Background: an optimization exercise with open tools, aiming at small area, a short achievable clock period and few clock cycles. Do not read the settings as production practice. Where RTL was checked, it was by simulation tests only, not by an equivalence proof against the original.

==> v31: inputs <==
## ambient_light_backlight_controller
module ambient_light_backlight_controller (
   input  logic       clock,
   input  logic       reset,
   input  logic        req_valid,
   output logic        req_ready,
   input  logic        req_kind,
   input  logic [15:0] req_lux_sample,
   input  logic        req_auto_mode,
   input  logic        req_slider_valid,
   input  logic [7:0]  req_slider_level,
   output logic        rsp_valid,
   input  logic        rsp_ready,
   output logic [9:0]  rsp_backlight_level,
   output logic        rsp_level_written,
   output logic [9:0]  rsp_target_level,
   output logic [15:0] rsp_filtered_lux,
   input  logic       csr_wr_en,
   input  logic [2:0] csr_index,
   input  logic [9:0] csr_wr_data
);
   logic [7:0]  alpha_up_ff, alpha_down_ff;
   logic [9:0]  midpoint_ff;
   logic [5:0]  band_ff;
   logic [2:0]  shift_ff;
   logic [9:0]  min_ff, max_ff;
   logic [20:0]        kdiv_ff;
   logic signed [10:0] span_ff;
   logic [9:0]         span_abs_ff;
   logic        ready_ff;
   logic        req_fire, tick_fire, samp_fire, mode_change;
   logic        last_mode_ff, last_mode_valid_ff;
   logic [7:0]  manual_ff;
   logic [15:0] med_val;
   logic [23:0] filt_ff;
   logic [7:0]  last_slider_ff;
   logic        last_slider_valid_ff;
   logic signed [10:0] offset_ff;
   logic [9:0]  goal_ff;
   logic        goal_valid_ff;
   logic [9:0]  cur_ff;
   logic        cur_valid_ff;
   logic        v1, v2, v3, v4;
   logic        ld1, ld2, ld3, ld4, adv2;
   logic [15:0] med1;
   logic        am1, mc1, sv1;
   logic [7:0]  sw1;
   logic        am2, mc2, cap2;
   logic [7:0]  sw2;
   logic [1:0]  ub;                   
   logic [1:0]  ucnt [2];             
   logic [16:0] urem [2];
   logic [16:0] uden [2];
   logic [9:0]  uxq [2];              
   logic [1:0]  uam, umc, ucap;
   logic [17:0] usprod [2];
   logic        dp, rp;               
   logic [1:0]  u_take, u_done;
   logic        am3, mc3, cap3;
   logic [9:0]  smap3;
   logic [15:0] flux3;
   logic [9:0]  auto3;
   logic        am4;
   logic [9:0]  dest4;
   logic [15:0] flux4;
   assign req_ready   = ready_ff;
   assign req_fire    = req_valid && ready_ff && !reset;
  ...
Settings: LEC_CHECK=0, ABC_AREA=1, CAP_MARGIN=20, CORE_MARGIN=2, CORE_UTILIZATION=40, SETUP_SLACK_MARGIN=2.0, SLEW_MARGIN=20; clock period 10.0 ns.
run.sh (not shown) runs the stock make flow with config.mk's settings and CLKGATE_MAP_FILE= SYNTH_SCRIPT=/design/flow/synth_recipe.tcl, a recipe that flattens the netlist after the stock synthesis.
==> inputs of v5, as changes to v31 <==
--- a/flow/design.v
+++ b/flow/design.v
@@ -170,15 +170,15 @@
    input  logic [9:0] csr_wr_data
 );
    logic [7:0]  alpha_up_ff, alpha_down_ff;
    logic [9:0]  midpoint_ff;
    logic [5:0]  band_ff;
    logic [2:0]  shift_ff;
    logic [9:0]  min_ff, max_ff;
-   logic [20:0]        kdiv_ff;
+   logic [19:0]        kdiv_ff;
    logic signed [10:0] span_ff;
    logic [9:0]         span_abs_ff;
    logic        ready_ff;
    logic        req_fire, tick_fire, samp_fire, mode_change;
    logic        last_mode_ff, last_mode_valid_ff;
    logic [7:0]  manual_ff;
    logic [15:0] med_val;
@@ -192,22 +192,22 @@
    logic        cur_valid_ff;
    logic        v1, v2, v3, v4;
    logic        ld1, ld2, ld3, ld4, adv2;
    logic [15:0] med1;
    logic        am1, mc1, sv1;
    logic [7:0]  sw1;
    logic        am2, mc2, cap2;
-   logic [7:0]  sw2;
+   logic [17:0] sprod2;
    logic [1:0]  ub;                   
    logic [1:0]  ucnt [2];             
    logic [16:0] urem [2];
    logic [16:0] uden [2];
    logic [9:0]  uxq [2];              
    logic [1:0]  uam, umc, ucap;
-   logic [17:0] usprod [2];
+   logic [9:0]  usmap [2];
    logic        dp, rp;               
    logic [1:0]  u_take, u_done;
    logic        am3, mc3, cap3;
    logic [9:0]  smap3;
    logic [15:0] flux3;
    logic [9:0]  auto3;
    logic        am4;
@@ -282,22 +282,22 @@
             default: begin
             end
          endcase
       end
    end
    logic [19:0] mul_p;
    als_mul10 u_mul (
-      .a (v2 ? span_abs_ff : max_ff),
-      .b (v2 ? {2'b00, sw2} : midpoint_ff),
+      .a (v1 ? span_abs_ff : max_ff),
+      .b (v1 ? {2'b00, sw1} : midpoint_ff),
       .p (mul_p)
    );
    assign span_ff = $signed({1'b0, max_ff}) - $signed({1'b0, min_ff});
    always_ff @(posedge clock) begin
-      if (!v2) begin
-         kdiv_ff <= {1'b0, mul_p} + {11'd0, midpoint_ff} - 21'd1;
+      if (!v1) begin
+         kdiv_ff <= mul_p;
       end
       span_abs_ff <= span_ff[10] ? 10'(-span_ff) : span_ff[9:0];
    end
    als_window u_window (
       .clock   (clock),
       .reset   (reset),
       .wr_en   (samp_fire),
@@ -375,84 +375,83 @@
             last_slider_valid_ff <= ls_valid_in;
          end
       end
       if (ld2) begin
          am2    <= am1;
          mc2    <= mc1;
          cap2   <= cap1;
-         sw2    <= sw1;
+         sprod2 <= mul_p[17:0];
       end
    end
    logic [20:0] x2;
    logic [16:0] d2;
    logic [16:0] rem2_out;
-   logic [1:0]  q2_bits;
-   assign x2 = kdiv_ff + {5'd0, filt_ff[23:8]} + {20'd0, filt_ff[7]};
+   logic [0:0]  q2_bits;
+   assign x2 = {1'b0, kdiv_ff} + {11'd0, midpoint_ff} + {5'd0, filt_ff[23:8]}
+             + {20'd0, filt_ff[7]} - 21'd1;
    assign d2 = {1'b0, filt_ff[23:8]} + {7'd0, midpoint_ff} + {16'd0, filt_ff[7]};
-   als_div_steps #(.STEPS(2), .RW(11)) u_div_a (
+   als_div_steps #(.STEPS(1), .RW(11)) u_div_a (
       .r_in   ({6'd0, x2[20:10]}),
       .d      (d2),
-      .n_bits (x2[9:8]),
+      .n_bits (x2[9]),
       .r_out  (rem2_out),
       .q_bits (q2_bits)
    );
+   logic [10:0] slider_ab;
+   logic [2:0]  slider_k;
+   logic [9:0]  smap_q;
+   logic [9:0]  smap2;
+   assign slider_ab = {1'b0, sprod2[17:8]} + {3'd0, sprod2[7:0]};
+   assign slider_k  = 3'(slider_ab >= 11'd255) + 3'(slider_ab >= 11'd510)
+                    + 3'(slider_ab >= 11'd765) + 3'(slider_ab >= 11'd1020);
+   assign smap_q    = sprod2[17:8] + {7'd0, slider_k};
+   assign smap2    = span_ff[10] ? (min_ff - smap_q) : (min_ff + smap_q);
    logic [16:0] u_rout [2];
    logic [2:0]  u_q [2];
    for (genvar g = 0; g < 2; g++) begin : g_unit
       als_div_steps #(.STEPS(3)) u_steps (
          .r_in   (urem[g]),
          .d      (uden[g]),
          .n_bits (uxq[g][9:7]),
          .r_out  (u_rout[g]),
          .q_bits (u_q[g])
       );
       always_ff @(posedge clock) begin
          if (u_take[g]) begin
-            urem[g]   <= {4'd0, rem2_out[12:0]};
+            urem[g]   <= {5'd0, rem2_out[11:0]};
             uden[g]   <= d2;
-            uxq[g]    <= {x2[7:0], q2_bits};
+            uxq[g]    <= {x2[8:0], q2_bits};
             uam[g]    <= am2;
             umc[g]    <= mc2;
             ucap[g]   <= cap2;
-            usprod[g] <= mul_p[17:0];
+            usmap[g]  <= smap2;
          end else if (ub[g] && ucnt[g] != 2'd2) begin
             urem[g] <= u_rout[g];
             uxq[g]  <= {uxq[g][6:0], u_q[g]};
          end
       end
    end
    logic [9:0]  c_f;
    logic [16:0] den_f;
-   logic [17:0] sprod_f;
    logic        am_f, mc_f, cap_f;
-   assign c_f     = {uxq[rp][7:0], u_q[rp][2:1]};
+   assign c_f     = {uxq[rp][6:0], u_q[rp]};
    assign den_f   = uden[rp];
-   assign sprod_f = usprod[rp];
    assign am_f    = uam[rp];
    assign mc_f    = umc[rp];
    assign cap_f   = ucap[rp];
-   logic [10:0] slider_ab;
-   logic [2:0]  slider_k;
-   logic [9:0]  smap_q;
-   logic [9:0]  smap_f;
-   assign slider_ab = {1'b0, sprod_f[17:8]} + {3'd0, sprod_f[7:0]};
-   assign slider_k  = 3'(slider_ab >= 11'd255) + 3'(slider_ab >= 11'd510)
-                    + 3'(slider_ab >= 11'd765) + 3'(slider_ab >= 11'd1020);
-   assign smap_q    = sprod_f[17:8] + {7'd0, slider_k};
-   assign smap_f    = span_ff[10] ? (min_ff - smap_q) : (min_ff + smap_q);
    logic [15:0] flux_f;
    logic        auto_low;
    assign flux_f   = 16'(den_f - {7'd0, midpoint_ff});
    assign auto_low = (flux_f == 16'd0) || (span_ff < $signed({1'b0, c_f}));
    always_ff @(posedge clock) begin
       if (ld3) begin
          am3   <= am_f;
          mc3   <= mc_f;
          cap3  <= cap_f;
-         smap3 <= smap_f;
+         smap3 <= usmap[rp];
          flux3 <= am_f ? flux_f : 16'd0;
          auto3 <= auto_low ? min_ff : (max_ff - c_f);
       end
    end
    logic signed [10:0] off_in;
    logic signed [12:0] tgt_sum;
    logic               tgt_below, tgt_above;
==> inputs of v17, as changes to v31 <==
--- a/flow/design.v
+++ b/flow/design.v
@@ -170,15 +170,15 @@
    input  logic [9:0] csr_wr_data
 );
    logic [7:0]  alpha_up_ff, alpha_down_ff;
    logic [9:0]  midpoint_ff;
    logic [5:0]  band_ff;
    logic [2:0]  shift_ff;
    logic [9:0]  min_ff, max_ff;
-   logic [20:0]        kdiv_ff;
+   logic [19:0]        kdiv_ff;
    logic signed [10:0] span_ff;
    logic [9:0]         span_abs_ff;
    logic        ready_ff;
    logic        req_fire, tick_fire, samp_fire, mode_change;
    logic        last_mode_ff, last_mode_valid_ff;
    logic [7:0]  manual_ff;
    logic [15:0] med_val;
@@ -192,22 +192,22 @@
    logic        cur_valid_ff;
    logic        v1, v2, v3, v4;
    logic        ld1, ld2, ld3, ld4, adv2;
    logic [15:0] med1;
    logic        am1, mc1, sv1;
    logic [7:0]  sw1;
    logic        am2, mc2, cap2;
-   logic [7:0]  sw2;
+   logic [17:0] sprod2;
    logic [1:0]  ub;                   
    logic [1:0]  ucnt [2];             
    logic [16:0] urem [2];
    logic [16:0] uden [2];
    logic [9:0]  uxq [2];              
    logic [1:0]  uam, umc, ucap;
-   logic [17:0] usprod [2];
+   logic [9:0]  usmap [2];
    logic        dp, rp;               
    logic [1:0]  u_take, u_done;
    logic        am3, mc3, cap3;
    logic [9:0]  smap3;
    logic [15:0] flux3;
    logic [9:0]  auto3;
    logic        am4;
@@ -282,22 +282,22 @@
             default: begin
             end
          endcase
       end
    end
    logic [19:0] mul_p;
    als_mul10 u_mul (
-      .a (v2 ? span_abs_ff : max_ff),
-      .b (v2 ? {2'b00, sw2} : midpoint_ff),
+      .a (v1 ? span_abs_ff : max_ff),
+      .b (v1 ? {2'b00, sw1} : midpoint_ff),
       .p (mul_p)
    );
    assign span_ff = $signed({1'b0, max_ff}) - $signed({1'b0, min_ff});
    always_ff @(posedge clock) begin
-      if (!v2) begin
-         kdiv_ff <= {1'b0, mul_p} + {11'd0, midpoint_ff} - 21'd1;
+      if (!v1) begin
+         kdiv_ff <= mul_p;
       end
       span_abs_ff <= span_ff[10] ? 10'(-span_ff) : span_ff[9:0];
    end
    als_window u_window (
       .clock   (clock),
       .reset   (reset),
       .wr_en   (samp_fire),
@@ -375,84 +375,83 @@
             last_slider_valid_ff <= ls_valid_in;
          end
       end
       if (ld2) begin
          am2    <= am1;
          mc2    <= mc1;
          cap2   <= cap1;
-         sw2    <= sw1;
+         sprod2 <= mul_p[17:0];
       end
    end
    logic [20:0] x2;
    logic [16:0] d2;
    logic [16:0] rem2_out;
-   logic [1:0]  q2_bits;
-   assign x2 = kdiv_ff + {5'd0, filt_ff[23:8]} + {20'd0, filt_ff[7]};
+   logic [0:0]  q2_bits;
+   assign x2 = {1'b0, kdiv_ff} + {11'd0, midpoint_ff} + {5'd0, filt_ff[23:8]}
+             + {20'd0, filt_ff[7]} - 21'd1;
    assign d2 = {1'b0, filt_ff[23:8]} + {7'd0, midpoint_ff} + {16'd0, filt_ff[7]};
-   als_div_steps #(.STEPS(2), .RW(11)) u_div_a (
+   als_div_steps #(.STEPS(1), .RW(11)) u_div_a (
       .r_in   ({6'd0, x2[20:10]}),
       .d      (d2),
-      .n_bits (x2[9:8]),
+      .n_bits (x2[9]),
       .r_out  (rem2_out),
       .q_bits (q2_bits)
    );
+   logic [10:0] slider_ab;
+   logic [2:0]  slider_k;
+   logic [9:0]  smap_q;
+   logic [9:0]  smap2;
+   assign slider_ab = {1'b0, sprod2[17:8]} + {3'd0, sprod2[7:0]};
+   assign slider_k  = 3'(slider_ab >= 11'd255) + 3'(slider_ab >= 11'd510)
+                    + 3'(slider_ab >= 11'd765) + 3'(slider_ab >= 11'd1020);
+   assign smap_q    = sprod2[17:8] + {7'd0, slider_k};
+   assign smap2    = span_ff[10] ? (min_ff - smap_q) : (min_ff + smap_q);
    logic [16:0] u_rout [2];
    logic [2:0]  u_q [2];
    for (genvar g = 0; g < 2; g++) begin : g_unit
       als_div_steps #(.STEPS(3)) u_steps (
          .r_in   (urem[g]),
          .d      (uden[g]),
          .n_bits (uxq[g][9:7]),
          .r_out  (u_rout[g]),
          .q_bits (u_q[g])
       );
       always_ff @(posedge clock) begin
          if (u_take[g]) begin
-            urem[g]   <= {4'd0, rem2_out[12:0]};
+            urem[g]   <= {5'd0, rem2_out[11:0]};
             uden[g]   <= d2;
-            uxq[g]    <= {x2[7:0], q2_bits};
+            uxq[g]    <= {x2[8:0], q2_bits};
             uam[g]    <= am2;
             umc[g]    <= mc2;
             ucap[g]   <= cap2;
-            usprod[g] <= mul_p[17:0];
+            usmap[g]  <= smap2;
          end else if (ub[g] && ucnt[g] != 2'd2) begin
             urem[g] <= u_rout[g];
             uxq[g]  <= {uxq[g][6:0], u_q[g]};
          end
       end
    end
    logic [9:0]  c_f;
    logic [16:0] den_f;
-   logic [17:0] sprod_f;
    logic        am_f, mc_f, cap_f;
-   assign c_f     = {uxq[rp][7:0], u_q[rp][2:1]};
+   assign c_f     = {uxq[rp][6:0], u_q[rp]};
    assign den_f   = uden[rp];
-   assign sprod_f = usprod[rp];
    assign am_f    = uam[rp];
    assign mc_f    = umc[rp];
    assign cap_f   = ucap[rp];
-   logic [10:0] slider_ab;
-   logic [2:0]  slider_k;
-   logic [9:0]  smap_q;
-   logic [9:0]  smap_f;
-   assign slider_ab = {1'b0, sprod_f[17:8]} + {3'd0, sprod_f[7:0]};
-   assign slider_k  = 3'(slider_ab >= 11'd255) + 3'(slider_ab >= 11'd510)
-                    + 3'(slider_ab >= 11'd765) + 3'(slider_ab >= 11'd1020);
-   assign smap_q    = sprod_f[17:8] + {7'd0, slider_k};
-   assign smap_f    = span_ff[10] ? (min_ff - smap_q) : (min_ff + smap_q);
    logic [15:0] flux_f;
    logic        auto_low;
    assign flux_f   = 16'(den_f - {7'd0, midpoint_ff});
    assign auto_low = (flux_f == 16'd0) || (span_ff < $signed({1'b0, c_f}));
    always_ff @(posedge clock) begin
       if (ld3) begin
          am3   <= am_f;
          mc3   <= mc_f;
          cap3  <= cap_f;
-         smap3 <= smap_f;
+         smap3 <= usmap[rp];
          flux3 <= am_f ? flux_f : 16'd0;
          auto3 <= auto_low ? min_ff : (max_ff - c_f);
       end
    end
    logic signed [10:0] off_in;
    logic signed [12:0] tgt_sum;
    logic               tgt_below, tgt_above;
--- a/flow/config.mk
+++ b/flow/config.mk
@@ -5,9 +5,10 @@
 export SDC_FILE = /design/flow/constraint.sdc
 export NUM_CORES = 4
 export LEC_CHECK = 0
 export ABC_AREA = 1
 export CAP_MARGIN = 20
 export CORE_MARGIN = 2
 export CORE_UTILIZATION = 40
+export PLACE_DENSITY = 0.85
 export SETUP_SLACK_MARGIN = 2.0
 export SLEW_MARGIN = 20
==> notes <==
v5 ran to the end with no violations. v17 finished clean. v31 finished clean. In v5 the sequential share of layout area is higher than in v31, by 0.49 points. Cell count: v31 > v5 > v17. In v5 the first-iteration DRC count is larger than in v31, by about 1.2%. Via count, lowest first: v5, v17, v31.
Testbench counts of v5, summed over its fixed seeds: cycles 3,925.
Testbench counts of v17, summed over its fixed seeds: cycles 3,925.
Function not checked in v31: the RTL went through the layout flow alone.

==> afterwards: timing with drivers on the ports <==
Ports are ideal in the flow. The routed layouts listed here were re-timed in OpenROAD.
Step 1: set_driving_cell puts a clkbuf_16 on clock and a buf_2 on each other input, an assumption about the parent block.
Step 2 adds t to the input delays and takes it off the output delays; t is the mean of the earliest and latest rising clock arrival at the registers after step 1. Input paths then give back, and output paths get back, about the clock's delay inside the block.
Slacks: no drivers / after step 1 / after step 2; pairs: no drivers / after step 1.
run | t, ns | setup WS [ns] | hold WS [ns]
v31 | 0.726 | 2.137 / 2.064 / 2.340 | 0.415 / 0.415 / 0.415
v5 | 0.740 | 2.207 / 2.138 / 2.271 | 0.423 / 0.423 / 0.423
v17 | 0.737 | 1.994 / 1.923 / 2.246 | 0.418 / 0.418 / 0.418
After both steps setup and hold are still met in every run listed.
